From an optimization exercise on the open Yosys and OpenROAD flow, aimed at small area; shortcuts taken in it are not production practice.
In this exercise RTL edits were held to simulation tests only and were not proved equivalent to the original.
The clock input has no modelled driver; a real chip could not lean on it and would need a root buffer or a full tree.
Power is estimated from default activity; no workload was simulated.

Setup of v21:
Design cordic_sincos, start of the top module:
module cordic_sincos (
    input  logic               clk,
    input  logic               rst_n,
    input  cordic_pkg::angle_t angle,
    output cordic_pkg::angle_t sine,
    output cordic_pkg::angle_t cosine
);
Settings: LEC_CHECK=0, CAP_MARGIN=5, CORE_MARGIN=2, CORE_UTILIZATION=55, SLEW_MARGIN=5; clock period 4.0 ns.
standard.sh (not shown) runs the stock make flow with config.mk's settings and CLKGATE_MAP_FILE= SYNTH_SCRIPT=/design/flow/synth_recipe.tcl, a recipe that flattens the netlist after the stock synthesis.
==> flow/flow/run.sh <==
#!/bin/bash
# Own layout flow: the standard layout, except that
#  - the clock tree is two levels of small buffers (flow/pre_cts.tcl);
#  - ports are buffered with the smallest buffer.
# Registers, their names and cell types are those of the standard synthesis.
set -euo pipefail
HERE=$(pwd)

# the standard synthesis script with only the ABC script swapped
sed -e 's|log_cmd abc {\*}\$abc_args|log_cmd abc -script '"$HERE"'/flow/abc_area_only.script {*}[lrange $abc_args 2 end]|' \
    "$FLOW_HOME/scripts/synth.tcl" > "$HERE/synth_area.tcl"
grep -q 'abc_area_only.script' "$HERE/synth_area.tcl"
sed -e 's|source \$::env(SCRIPTS_DIR)/synth.tcl|source '"$HERE"'/synth_area.tcl|' \
    "$HERE/synth_recipe.tcl" > "$HERE/own_synth.tcl"
grep -q 'synth_area.tcl' "$HERE/own_synth.tcl"

bash "$HERE/standard.sh" \
    "SYNTH_SCRIPT=$HERE/own_synth.tcl" \
    "ADDER_MAP_FILE=" \
    "PRE_CTS_TCL=$HERE/flow/pre_cts.tcl" \
    "BUFFER_PORTS_ARGS=-buffer_cell sky130_fd_sc_hd__buf_1" \
    finish > "$HERE/flow_make.log" 2>&1
Other scripts of this flow, unchanged in this note and not shown: flow/flow/abc_area_only.script, flow/flow/manual_cts.tcl, flow/flow/pre_cts.tcl
What v36 does differently from v21 at the input level:
- GPL_TIMING_DRIVEN: unset -> 0
### Flow results
- On v36: final worst-path setup slack is 0.12 ns lower than what v21 gave.
- v21 ended up with more cell instances than v36 did.
- Initial antenna violation count: v21 vs v36, no meaningful difference
- The sequential share of layout area in v36 sits 4.6 points above the value recorded for v21.
- Side by side, sum of routed wire length over all layers turned out lower in v36 than in v21.
- On delay contributed by the slowest stage of the critical path: between v21 and v36, it ends up higher for v36.
- Per the comparison of v36 with v21, met2 wire length decreased about 13%; worst setup slack before clock tree synthesis down 0.68 ns; achievable clock frequency fell by 3.3%.
- Ratio of cells with drive above 1 in the final layout came out lower on v36 than on v21.
- Comparing number of buffers and inverters on the critical path for v21 and v36, the smaller number came from v36.
In every run of this note, the design's own scripts or RTL, not TritonCTS, make the clock network.

========
Starting RTL as in the previous note.
Settings: LEC_CHECK=0, CAP_MARGIN=5, CORE_MARGIN=2, CORE_UTILIZATION=55, GPL_TIMING_DRIVEN=0, SETUP_SLACK_MARGIN=-0.1, SLEW_MARGIN=5; clock period 4.0 ns.
==> flow/flow/run.sh <==
#!/bin/bash
# Own layout flow: the standard layout, except that
#  - the clock tree is two levels of small buffers (flow/pre_cts.tcl), with
#    useful skew on the delay line -> table -> result register path;
#  - ports are buffered with the smallest buffer.
# Registers, their names and cell types are those of the standard synthesis.
set -euo pipefail
HERE=$(pwd)

# the standard synthesis script with only the ABC script swapped
sed -e 's|log_cmd abc {\*}\$abc_args|log_cmd abc -script '"$HERE"'/flow/abc_area_only.script {*}[lrange $abc_args 2 end]|' \
    "$FLOW_HOME/scripts/synth.tcl" > "$HERE/synth_area.tcl"
grep -q 'abc_area_only.script' "$HERE/synth_area.tcl"
sed -e 's|source \$::env(SCRIPTS_DIR)/synth.tcl|source '"$HERE"'/synth_area.tcl|' \
    "$HERE/synth_recipe.tcl" > "$HERE/own_synth.tcl"
grep -q 'synth_area.tcl' "$HERE/own_synth.tcl"

bash "$HERE/standard.sh" \
    "SYNTH_SCRIPT=$HERE/own_synth.tcl" \
    "ADDER_MAP_FILE=" \
    "PRE_CTS_TCL=$HERE/flow/pre_cts.tcl" \
    "BUFFER_PORTS_ARGS=-buffer_cell sky130_fd_sc_hd__buf_1" \
    finish > "$HERE/flow_make.log" 2>&1
Other scripts of this flow, unchanged in this note and not shown: flow/flow/abc_area_only.script, flow/flow/manual_cts.tcl, flow/flow/pre_cts.tcl
Change:
--- a/flow/config.mk
+++ b/flow/config.mk
@@ -12 +11,0 @@
-export SETUP_SLACK_MARGIN = -0.1
Result:
- final cell count does not change
- global-route usage is about the same
- synthesized area is unchanged
- total power hardly moves
- setup slack improves by 0.10 ns
- wire length rises slightly
- hold slack is about the same
- die area does not change
Change:
--- a/flow/config.mk
+++ b/flow/config.mk
@@ -11,0 +12 @@
+export SETUP_SLACK_MARGIN = -0.2
The new run finished with timing, DRC and antenna clean.
Maximum frequency goes down by 5.7%.
Final area is lower by about 0.7%.
Via count came out lower by 1.6%.
Flip-flop and latch count does not change.
Area after synthesis does not change.
Setup slack is worse by 0.22 ns.
Sequential power is about the same.
Register-to-register slack got worse by 0.22 ns.
Clock skew went down by 0.0030 ns.
No run of this note takes its clock network from TritonCTS; it comes from the design's own scripts or RTL.

========
## P
Another version of the RTL of cordic_sincos (not shown whole).
Size in the first run: roughly 330 cells after synthesis, roughly 120 flip-flops, ~26 I/O pins, about 3400 µm² of cells after synthesis.
export LEC_CHECK = 0
export CAP_MARGIN = 5
export CORE_MARGIN = 2
export CORE_UTILIZATION = 55
export GPL_TIMING_DRIVEN = 0
export SETUP_SLACK_MARGIN = -0.1
export SLEW_MARGIN = 5
create_clock -name core_clock -period 4.0 [get_ports {clk}]
Scripts as last shown in full above: flow/flow/run.sh
Other scripts of this flow, unchanged in this note and not shown: flow/flow/abc_area_only.script, flow/flow/manual_cts.tcl, flow/flow/pre_cts.tcl
Input-level comparison between Q and P:
- swapping -0.1 for -0.15 in SETUP_SLACK_MARGIN
Results
- No run among P and Q stopped early or left any final violation; all are clean.
- Reported for P and Q, number of pins with negative max-slew slack in the final report turned out identical to the last digit.
- There was hardly any difference in area added between synthesis and finish between Q and P.
- The launch point of the worst path comes out dly[108] in one run and dly[107] in the other, namely in P and Q respectively.
- Cmp Q vs P: maximum fanout along the worst path higher in Q
- Comparing P with Q, the power spent charging and discharging nets came out essentially unchanged.
In every run of this note, the design's own scripts or RTL, not TritonCTS, make the clock network.

========
main:
cordic_sincos, a different RTL version from the one above (not shown whole).
Size: about 330 cells after synthesis, ~120 flip-flops, roughly 26 I/O pins, ~3400 um^2 of cells after synthesis.
export LEC_CHECK = 0
export CAP_MARGIN = 5
export CORE_MARGIN = 2
export CORE_UTILIZATION = 55
export GPL_TIMING_DRIVEN = 0
export SETUP_SLACK_MARGIN = -0.2
export SLEW_MARGIN = 5
create_clock -name core_clock -period 4.0 [get_ports {clk}]
==> flow/flow/manual_cts.tcl <==
# A two-level clock tree of small buffers, built by hand in place of TritonCTS.
# The clock port drives a few root buffers; each root drives a group of leaf
# buffers, each leaf one spatial group of flip-flops. Two register groups get
# useful skew for the one long register-to-register path (last delay stage ->
# table logic -> result register), which no port path crosses:
#  - early sinks (the last delay stage) hang on the root nets directly;
#  - late sinks (the result register) get leaves fed from a normal leaf's net.

proc mcts_center { inst } {
  set bb [$inst getBBox]
  return [list [expr {([$bb xMin] + [$bb xMax]) / 2}] [expr {([$bb yMin] + [$bb yMax]) / 2}]]
}

# split items ({x y payload}) into k groups of near-equal size, recursively
# cutting across the longer side
proc mcts_groups { items k } {
  if { $k <= 1 || [llength $items] <= 1 } { return [list $items] }
  set xs [lsort -integer [lmap i $items {lindex $i 0}]]
  set ys [lsort -integer [lmap i $items {lindex $i 1}]]
  set w [expr {[lindex $xs end] - [lindex $xs 0]}]
  set h [expr {[lindex $ys end] - [lindex $ys 0]}]
  set idx [expr {$w >= $h ? 0 : 1}]
  set sorted [lsort -integer -index $idx $items]
  set k1 [expr {$k / 2}]
  set n1 [expr {([llength $sorted] * $k1 + $k / 2) / $k}]
  return [concat [mcts_groups [lrange $sorted 0 [expr {$n1 - 1}]] $k1] \
                 [mcts_groups [lrange $sorted $n1 end] [expr {$k - $k1}]]]
}

proc mcts_nearest { xy cands } {
  # cands: list of {x y payload}; returns the payload nearest to xy
  set best ""
  set bd -1
  foreach c $cands {
    set d [expr {abs([lindex $c 0] - [lindex $xy 0]) + abs([lindex $c 1] - [lindex $xy 1])}]
    if { $bd < 0 || $d < $bd } { set bd $d; set best [lindex $c 2] }
  }
  return $best
}

# drive the iterms in group (items {x y iterm}) from a new buffer of master
# whose input is on net in_net; returns {x y inst out_net}
proc mcts_buffer { block master name group in_net } {
  set inst [odb::dbInst_create $block $master "clkbuf_$name"]
  set net [odb::dbNet_create $block "clknet_$name"]
  $net setSigType CLOCK
  set sx 0; set sy 0
  foreach item $group {
    set it [lindex $item 2]
    $it disconnect
    $it connect $net
    incr sx [lindex $item 0]; incr sy [lindex $item 1]
  }
  set n [llength $group]
  set x [expr {$sx / $n}]
  set y [expr {$sy / $n}]
  [$inst findITerm A] connect $in_net
  [$inst findITerm X] connect $net
  $inst setLocation $x $y
  $inst setPlacementStatus PLACED
  puts "manual clock tree: clkbuf_$name ([$master getName]) drives $n pins"
  return [list $x $y $inst $net]
}

proc manual_clock_tree { leaf_cell n_leaves root_cell n_roots early_re late_re n_late {late_cell ""} } {
  set db [ord::get_db]
  set block [ord::get_db_block]
  set clk [$block findNet clk]
  set leaf_master [$db findMaster $leaf_cell]
  set root_master [$db findMaster $root_cell]
  if { $late_cell eq "" } { set late_cell $leaf_cell }
  set late_master [$db findMaster $late_cell]
  set normal {}
  set early {}
  set late {}
  foreach it [$clk getITerms] {
    set inst [$it getInst]
    set item [concat [mcts_center $inst] [list $it]]
    set name [$inst getName]
    if { [regexp $early_re $name] } {
      lappend early $item
    } elseif { [regexp $late_re $name] } {
      lappend late $item
    } else {
      lappend normal $item
    }
  }
  puts "manual clock tree: [llength $normal] normal, [llength $early] early, [llength $late] late sinks"
  # normal leaves, first on the clock net, moved under the roots below
  set leaves {}
  set i 0
  foreach g [mcts_groups $normal $n_leaves] {
    lappend leaves [mcts_buffer $block $leaf_master "leaf_$i" $g $clk]
    incr i
  }
  # late leaves, fed from the nearest normal leaf's output net
  set j 0
  foreach g [mcts_groups $late $n_late] {
    set sx 0; set sy 0
    foreach item $g { incr sx [lindex $item 0]; incr sy [lindex $item 1] }
    set xy [list [expr {$sx / [llength $g]}] [expr {$sy / [llength $g]}]]
    set src [mcts_nearest $xy [lmap l $leaves {list [lindex $l 0] [lindex $l 1] [lindex $l 3]}]]
    mcts_buffer $block $late_master "late_$j" $g $src
    incr j
  }
  # roots: each drives a group of normal leaves and the early sinks nearest to it
  set litems [lmap l $leaves {list [lindex $l 0] [lindex $l 1] [[lindex $l 2] findITerm A]}]
  set rgroups [mcts_groups $litems $n_roots]
  set centers {}
  set k 0
  foreach g $rgroups {
    set sx 0; set sy 0
    foreach item $g { incr sx [lindex $item 0]; incr sy [lindex $item 1] }
    lappend centers [list [expr {$sx / [llength $g]}] [expr {$sy / [llength $g]}] $k]
    incr k
  }
  foreach e $early {
    set r [mcts_nearest [lrange $e 0 1] $centers]
    lset rgroups $r [concat [lindex $rgroups $r] [list $e]]
  }
  set k 0
  foreach g $rgroups {
    mcts_buffer $block $root_master "root_$k" $g $clk
    incr k
  }
  global_connect
}

# Largest slew (rise or fall, max corner) over the flip-flop clock pins on net.
proc mcts_net_ff_slew { net } {
  set mx 0.0
  foreach p [get_pins -quiet -of_objects [get_nets [$net getName]] -filter "direction == input"] {
    if { [get_property $p lib_pin_name] ne "CLK" } { continue }
    foreach s [list [get_property $p slew_max_rise] [get_property $p slew_max_fall]] {
      if { $s > $mx } { set mx $s }
    }
  }
  return $mx
}

proc mcts_fix_slew { target_ns max_new max_port } {
  set block [ord::get_db_block]
  set clk [$block findNet clk]
  set added 0
  set_propagated_clock [all_clocks]
  while { $added < $max_new } {
    estimate_parasitics -placement
    set worst ""
    set worst_slew $target_ns
    foreach net [$block getNets] {
      if { ![string match "clknet_*" [$net getName]] } { continue }
      set s [mcts_net_ff_slew $net]
      if { $s > $worst_slew } { set worst_slew $s; set worst $net }
    }
    if { $worst eq "" } { break }
    set drv ""
    foreach it [$worst getITerms] {
      if { [$it isOutputSignal] } { set drv [$it getInst] }
    }
    set in_net [[$drv findITerm A] getNet]
    if { $in_net eq $clk && [llength [$clk getITerms]] >= $max_port } {
      puts "manual clock tree: [$worst getName] slew $worst_slew, but the clock port drives $max_port pins already"
      break
    }
    set items {}
    foreach it [$worst getITerms] {
      if { [$it isOutputSignal] } { continue }
      lappend items [concat [mcts_center [$it getInst]] [list $it]]
    }
    if { [llength $items] < 2 } { break }
    set halves [mcts_groups $items 2]
    puts "manual clock tree: [$worst getName] slew [format %.3f $worst_slew] ns, splitting its [llength $items] loads"
    mcts_buffer $block [$drv getMaster] "split_$added" [lindex $halves 1] $in_net
    # move the first half's buffer to that half's centre
    set sx 0; set sy 0
    foreach item [lindex $halves 0] { incr sx [lindex $item 0]; incr sy [lindex $item 1] }
    set n [llength [lindex $halves 0]]
    $drv setLocation [expr {$sx / $n}] [expr {$sy / $n}]
    incr added
  }
  global_connect
  return $added
}
Scripts as last shown in full above: flow/flow/run.sh
Other scripts of this flow, unchanged in this note and not shown: flow/flow/abc_area_only.script, flow/flow/pre_cts.tcl
main is listed as incomplete: the tool reported an error in 4_1_cts and the run ended there.
#### Input delta (the feature branch over main)
diff --git a/flow/flow/manual_cts.tcl b/flow/flow/manual_cts.tcl
--- a/flow/flow/manual_cts.tcl
+++ b/flow/flow/manual_cts.tcl
@@ -96,5 +96,6 @@
   # late leaves, fed from the nearest normal leaf's output net
   set j 0
-  foreach g [mcts_groups $late $n_late] {
+  if { [llength $late] == 0 } { set n_late 0 }
+  foreach g [lrange [mcts_groups $late $n_late] 0 [expr {$n_late - 1}]] {
     set sx 0; set sy 0
     foreach item $g { incr sx [lindex $item 0]; incr sy [lindex $item 1] }
--- outcome ---
Among the feature branch and main, the run that stopped before the end is main, and it is the only one. Re total standard cell area after synthesis: no difference whatsoever between the feature branch and main. From main to the feature branch, setup slack after placement did not move at all. Net count of the mapped netlist: main vs the feature branch identical. main → the feature branch: number of cells produced by synthesis roughly the same; sum of net half-perimeters after detailed placement saw little to no change; number of placed I/O pins was more or less identical.
In the feature branch the design's own scripts or RTL, not TritonCTS, make the clock network.

========
Another version of the RTL of cordic_sincos (not shown whole).
Size in the first run: ~26 I/O pins.
export LEC_CHECK = 0
export CAP_MARGIN = 5
export CORE_MARGIN = 2
export CORE_UTILIZATION = 55
export GPL_TIMING_DRIVEN = 0
export SETUP_SLACK_MARGIN = -0.15
export SLEW_MARGIN = 5
create_clock -name core_clock -period 4.0 [get_ports {clk}]
==> flow/flow/abc_area_only.script <==
strash
dch -f
map
topo
stime -c
==> flow/flow/manual_cts.tcl <==
# A two-level clock tree of small buffers, built by hand in place of TritonCTS.
# The clock port drives a few root buffers; each root drives a group of leaf
# buffers, each leaf one spatial group of flip-flops. Two register groups get
# useful skew for the one long register-to-register path (last delay stage ->
# table logic -> result register), which no port path crosses:
#  - early sinks (the last delay stage) hang on the root nets directly;
#  - late sinks (the result register) get leaves fed from a normal leaf's net.

proc mcts_center { inst } {
  set bb [$inst getBBox]
  return [list [expr {([$bb xMin] + [$bb xMax]) / 2}] [expr {([$bb yMin] + [$bb yMax]) / 2}]]
}

# split items ({x y payload}) into k groups of near-equal size, recursively
# cutting across the longer side
proc mcts_groups { items k } {
  if { $k <= 1 || [llength $items] <= 1 } { return [list $items] }
  set xs [lsort -integer [lmap i $items {lindex $i 0}]]
  set ys [lsort -integer [lmap i $items {lindex $i 1}]]
  set w [expr {[lindex $xs end] - [lindex $xs 0]}]
  set h [expr {[lindex $ys end] - [lindex $ys 0]}]
  set idx [expr {$w >= $h ? 0 : 1}]
  set sorted [lsort -integer -index $idx $items]
  set k1 [expr {$k / 2}]
  set n1 [expr {([llength $sorted] * $k1 + $k / 2) / $k}]
  return [concat [mcts_groups [lrange $sorted 0 [expr {$n1 - 1}]] $k1] \
                 [mcts_groups [lrange $sorted $n1 end] [expr {$k - $k1}]]]
}

proc mcts_nearest { xy cands } {
  # cands: list of {x y payload}; returns the payload nearest to xy
  set best ""
  set bd -1
  foreach c $cands {
    set d [expr {abs([lindex $c 0] - [lindex $xy 0]) + abs([lindex $c 1] - [lindex $xy 1])}]
    if { $bd < 0 || $d < $bd } { set bd $d; set best [lindex $c 2] }
  }
  return $best
}

# drive the iterms in group (items {x y iterm}) from a new buffer of master
# whose input is on net in_net; returns {x y inst out_net}
proc mcts_buffer { block master name group in_net } {
  set inst [odb::dbInst_create $block $master "clkbuf_$name"]
  set net [odb::dbNet_create $block "clknet_$name"]
  $net setSigType CLOCK
  set sx 0; set sy 0
  foreach item $group {
    set it [lindex $item 2]
    $it disconnect
    $it connect $net
    incr sx [lindex $item 0]; incr sy [lindex $item 1]
  }
  set n [llength $group]
  set x [expr {$sx / $n}]
  set y [expr {$sy / $n}]
  [$inst findITerm A] connect $in_net
  [$inst findITerm X] connect $net
  $inst setLocation $x $y
  $inst setPlacementStatus PLACED
  puts "manual clock tree: clkbuf_$name ([$master getName]) drives $n pins"
  return [list $x $y $inst $net]
}

proc manual_clock_tree { leaf_cell n_leaves root_cell n_roots early_re late_re n_late {late_cell ""} } {
  set db [ord::get_db]
  set block [ord::get_db_block]
  set clk [$block findNet clk]
  set leaf_master [$db findMaster $leaf_cell]
  set root_master [$db findMaster $root_cell]
  if { $late_cell eq "" } { set late_cell $leaf_cell }
  set late_master [$db findMaster $late_cell]
  set normal {}
  set early {}
  set late {}
  foreach it [$clk getITerms] {
    set inst [$it getInst]
    set item [concat [mcts_center $inst] [list $it]]
    set name [$inst getName]
    if { [regexp $early_re $name] } {
      lappend early $item
    } elseif { [regexp $late_re $name] } {
      lappend late $item
    } else {
      lappend normal $item
    }
  }
  puts "manual clock tree: [llength $normal] normal, [llength $early] early, [llength $late] late sinks"
  # normal leaves, first on the clock net, moved under the roots below
  set leaves {}
  set i 0
  foreach g [mcts_groups $normal $n_leaves] {
    lappend leaves [mcts_buffer $block $leaf_master "leaf_$i" $g $clk]
    incr i
  }
  # late leaves, fed from the nearest normal leaf's output net
  set j 0
  if { [llength $late] == 0 } { set n_late 0 }
  foreach g [lrange [mcts_groups $late $n_late] 0 [expr {$n_late - 1}]] {
    set sx 0; set sy 0
    foreach item $g { incr sx [lindex $item 0]; incr sy [lindex $item 1] }
    set xy [list [expr {$sx / [llength $g]}] [expr {$sy / [llength $g]}]]
    set src [mcts_nearest $xy [lmap l $leaves {list [lindex $l 0] [lindex $l 1] [lindex $l 3]}]]
    mcts_buffer $block $late_master "late_$j" $g $src
    incr j
  }
  # roots: each drives a group of normal leaves and the early sinks nearest to it
  set litems [lmap l $leaves {list [lindex $l 0] [lindex $l 1] [[lindex $l 2] findITerm A]}]
  set rgroups [mcts_groups $litems $n_roots]
  set centers {}
  set k 0
  foreach g $rgroups {
    set sx 0; set sy 0
    foreach item $g { incr sx [lindex $item 0]; incr sy [lindex $item 1] }
    lappend centers [list [expr {$sx / [llength $g]}] [expr {$sy / [llength $g]}] $k]
    incr k
  }
  foreach e $early {
    set r [mcts_nearest [lrange $e 0 1] $centers]
    lset rgroups $r [concat [lindex $rgroups $r] [list $e]]
  }
  set k 0
  foreach g $rgroups {
    mcts_buffer $block $root_master "root_$k" $g $clk
    incr k
  }
  global_connect
}

# Largest slew (rise or fall, max corner) over the flip-flop clock pins on net.
proc mcts_net_ff_slew { net } {
  set mx 0.0
  foreach p [get_pins -quiet -of_objects [get_nets [$net getName]] -filter "direction == input"] {
    if { [get_property $p lib_pin_name] ne "CLK" } { continue }
    foreach s [list [get_property $p slew_max_rise] [get_property $p slew_max_fall]] {
      if { $s > $mx } { set mx $s }
    }
  }
  return $mx
}

proc mcts_fix_slew { target_ns max_new max_port } {
  set block [ord::get_db_block]
  set clk [$block findNet clk]
  set added 0
  set_propagated_clock [all_clocks]
  while { $added < $max_new } {
    estimate_parasitics -placement
    set worst ""
    set worst_slew $target_ns
    foreach net [$block getNets] {
      if { ![string match "clknet_*" [$net getName]] } { continue }
      set s [mcts_net_ff_slew $net]
      if { $s > $worst_slew } { set worst_slew $s; set worst $net }
    }
    if { $worst eq "" } { break }
    set drv ""
    foreach it [$worst getITerms] {
      if { [$it isOutputSignal] } { set drv [$it getInst] }
    }
    set in_net [[$drv findITerm A] getNet]
    if { $in_net eq $clk && [llength [$clk getITerms]] >= $max_port } {
      puts "manual clock tree: [$worst getName] slew $worst_slew, but the clock port drives $max_port pins already"
      break
    }
    set items {}
    foreach it [$worst getITerms] {
      if { [$it isOutputSignal] } { continue }
      lappend items [concat [mcts_center [$it getInst]] [list $it]]
    }
    if { [llength $items] < 2 } { break }
    set halves [mcts_groups $items 2]
    puts "manual clock tree: [$worst getName] slew [format %.3f $worst_slew] ns, splitting its [llength $items] loads"
    mcts_buffer $block [$drv getMaster] "split_$added" [lindex $halves 1] $in_net
    # move the first half's buffer to that half's centre
    set sx 0; set sy 0
    foreach item [lindex $halves 0] { incr sx [lindex $item 0]; incr sy [lindex $item 1] }
    set n [llength [lindex $halves 0]]
    $drv setLocation [expr {$sx / $n}] [expr {$sy / $n}]
    incr added
  }
  global_connect
  return $added
}
Scripts as last shown in full above: flow/flow/run.sh
Other scripts of this flow, unchanged in this note and not shown: flow/flow/pre_cts.tcl
Rerun with:
==> flow/flow/run.sh (replaced) <==
#!/bin/bash
# Own layout flow: the standard layout, except that
#  - the clock tree is two levels of small buffers (flow/pre_cts.tcl), no skew;
#  - ports are buffered with the smallest buffer.
# Registers, their names and cell types are those of the standard synthesis.
set -euo pipefail
HERE=$(pwd)

# the standard synthesis script with only the ABC script swapped
sed -e 's|log_cmd abc {\*}\$abc_args|log_cmd abc -script '"$HERE"'/flow/abc_map.script {*}[lrange $abc_args 2 end]|' \
    "$FLOW_HOME/scripts/synth.tcl" > "$HERE/synth_area.tcl"
grep -q 'abc_map.script' "$HERE/synth_area.tcl"
sed -e 's|source \$::env(SCRIPTS_DIR)/synth.tcl|source '"$HERE"'/synth_area.tcl|' \
    "$HERE/synth_recipe.tcl" > "$HERE/own_synth.tcl"
grep -q 'synth_area.tcl' "$HERE/own_synth.tcl"

bash "$HERE/standard.sh" \
    "SYNTH_SCRIPT=$HERE/own_synth.tcl" \
    "ADDER_MAP_FILE=" \
    "PRE_CTS_TCL=$HERE/flow/pre_cts.tcl" \
    "BUFFER_PORTS_ARGS=-buffer_cell sky130_fd_sc_hd__buf_1" \
    finish > "$HERE/flow_make.log" 2>&1
==> flow/flow/abc_map.script (new file) <==
strash
dch
map
topo
stime -c
--- a/flow/flow/manual_cts.tcl
+++ b/flow/flow/manual_cts.tcl
@@ -1,9 +1,7 @@
 # A two-level clock tree of small buffers, built by hand in place of TritonCTS.
 # The clock port drives a few root buffers; each root drives a group of leaf
-# buffers, each leaf one spatial group of flip-flops. Two register groups get
-# useful skew for the one long register-to-register path (last delay stage ->
-# table logic -> result register), which no port path crosses:
-#  - early sinks (the last delay stage) hang on the root nets directly;
-#  - late sinks (the result register) get leaves fed from a normal leaf's net.
+# buffers, each leaf one spatial group of flip-flops. Optionally two register
+# groups get useful skew for a long register-to-register path:
+#  - early sinks (early_re) hang on the root nets directly;
 
 proc mcts_center { inst } {
Settings changed: CORE_UTILIZATION 55 to 50.
removed: flow/flow/abc_area_only.script
What happened:
- routed wire length came out lower by 5.2%
- area after synthesis hardly moves
- via count came out lower by 4.0%
- synthesized cell count came out higher by 1.8%
- setup slack gets better by 0.065 ns
Rerun with:
==> flow/flow/run.sh (replaced) <==
#!/bin/bash
# Own layout flow: the standard layout, except that
#  - the clock tree is two levels of small buffers (flow/pre_cts.tcl), with
#    useful skew on the delay line -> table -> result register path;
#  - ports are buffered with the smallest buffer.
# Registers, their names and cell types are those of the standard synthesis.
set -euo pipefail
HERE=$(pwd)

# the standard synthesis script with only the ABC script swapped
sed -e 's|log_cmd abc {\*}\$abc_args|log_cmd abc -script '"$HERE"'/flow/abc_area_only.script {*}[lrange $abc_args 2 end]|' \
    "$FLOW_HOME/scripts/synth.tcl" > "$HERE/synth_area.tcl"
grep -q 'abc_area_only.script' "$HERE/synth_area.tcl"
sed -e 's|source \$::env(SCRIPTS_DIR)/synth.tcl|source '"$HERE"'/synth_area.tcl|' \
    "$HERE/synth_recipe.tcl" > "$HERE/own_synth.tcl"
grep -q 'synth_area.tcl' "$HERE/own_synth.tcl"

bash "$HERE/standard.sh" \
    "SYNTH_SCRIPT=$HERE/own_synth.tcl" \
    "ADDER_MAP_FILE=" \
    "PRE_CTS_TCL=$HERE/flow/pre_cts.tcl" \
    "BUFFER_PORTS_ARGS=-buffer_cell sky130_fd_sc_hd__buf_1" \
    finish > "$HERE/flow_make.log" 2>&1
==> flow/flow/abc_area_only.script (new file) <==
strash
dch
map
topo
stime -c
--- a/flow/flow/manual_cts.tcl
+++ b/flow/flow/manual_cts.tcl
@@ -1,7 +1,9 @@
 # A two-level clock tree of small buffers, built by hand in place of TritonCTS.
 # The clock port drives a few root buffers; each root drives a group of leaf
-# buffers, each leaf one spatial group of flip-flops. Optionally two register
-# groups get useful skew for a long register-to-register path:
-#  - early sinks (early_re) hang on the root nets directly;
+# buffers, each leaf one spatial group of flip-flops. Two register groups get
+# useful skew for the one long register-to-register path (last delay stage ->
+# table logic -> result register), which no port path crosses:
+#  - early sinks (the last delay stage) hang on the root nets directly;
+#  - late sinks (the result register) get leaves fed from a normal leaf's net.
 
 proc mcts_center { inst } {
Settings changed: CORE_UTILIZATION 50 to 40.
removed: flow/flow/abc_map.script
Synthesized area does not change.
Critical path depth rises by 2.
Power rises by 0.60%.
Hold slack improved by 0.0074 ns.
Rerun with:
Settings changed: CORE_UTILIZATION 40 to 55, PLACE_DENSITY from default to 0.75.
What happened:
- design area went down slightly
- via count is higher slightly
- first-iteration DRC count is higher by well over a third
- combinational power barely changes
- wire length went up by roughly a tenth
- setup slack gets worse by 0.085 ns
- register-to-register slack got worse by 0.13 ns
- synthesized cell count stays the same
- die area shrinks by a quarter to a third
Rerun with:
Settings changed: PLACE_DENSITY 0.75 to default.
Global-route usage goes down by 1.0 points.
Sequential share of layout area barely changes.
Total power goes down slightly.
Worst hold slack gains 0.034 ns.
Wire length goes down by a few percent.
Core utilization is about the same.
Rerun with:
Settings changed: CORE_UTILIZATION 55 to 45.
Outcome:
- first-iteration DRC count decreases by 40%
- clock power barely changes
- area after synthesis stays the same
- cell area climbs by 1.0%
- hold slack degrades by 0.010 ns
- die area came out higher by 21%
- via count went down by 0.76%
- register-to-register slack is better by 0.06 ns
- sequential cell count stays the same
- worst setup slack is better by 0.0048 ns
In every run of this note, the design's own scripts or RTL, not TritonCTS, make the clock network.

re-timing with driven ports:
The flow's constraints put no driver on any port. The routed layouts listed below were extracted and timed again, unchanged, in two steps.
Step 1 (the two cells are an assumption about what drives the block):
set clk [get_ports {clk}]
set_driving_cell -lib_cell sky130_fd_sc_hd__clkbuf_16 $clk
set_driving_cell -lib_cell sky130_fd_sc_hd__buf_2 [delete_from_list [all_inputs] $clk]
Step 2, shift: input delay + t, output delay - t, t = (earliest + latest rising clock arrival at the registers) / 2. This alone moves slack from input paths to output paths.
Slacks: ideal / step 1 / step 2; pairs: ideal / step 1.
run	t (ns)	setup slack, ns	worst setup path after step 2	clock arrival spread, ns	worst register clock-pin slew, ns
v21	0.345	0.429 / 0.429 / 0.429	register to register	0.030 / 0.030	0.10 / 0.10
v36	0.333	0.308 / 0.308 / 0.308	register to register	0.019 / 0.019	0.10 / 0.10
the first run of note 2	0.353	0.338 / 0.338 / 0.338	register to register	0.355 / 0.355	0.11 / 0.11
the second run of note 2	0.352	0.438 / 0.438 / 0.438	register to register	0.355 / 0.356	0.11 / 0.11
the third run of note 2	0.352	0.223 / 0.223 / 0.223	register to register	0.352 / 0.352	0.11 / 0.11
P	0.318	0.111 / 0.076 / 0.394	register to output	0.007 / 0.008	0.10 / 0.10
Q	0.318	0.114 / 0.078 / 0.396	register to output	0.008 / 0.007	0.10 / 0.10
the feature branch	0.335	0.103 / 0.068 / 0.402	register to output	0.047 / 0.047	0.10 / 0.10
the first run of note 5	0.331	0.103 / 0.068 / 0.399	register to output	0.036 / 0.037	0.10 / 0.10
the second run of note 5	0.317	0.167 / 0.133 / 0.449	register to output	0.015 / 0.015	0.10 / 0.10
the third run of note 5	0.318	0.183 / 0.149 / 0.467	register to output	0.017 / 0.018	0.10 / 0.10
the fourth run of note 5	0.337	0.098 / 0.064 / 0.400	register to output	0.037 / 0.037	0.10 / 0.10
the fifth run of note 5	0.312	0.110 / 0.076 / 0.388	register to output	0.016 / 0.016	0.10 / 0.10
the sixth run of note 5	0.318	0.115 / 0.082 / 0.400	register to output	0.010 / 0.010	0.10 / 0.10
Clock arrivals are far apart in the first run of note 2, the second run of note 2 and the third run of note 2, so t is only a midpoint there and step 2 fits no single register.
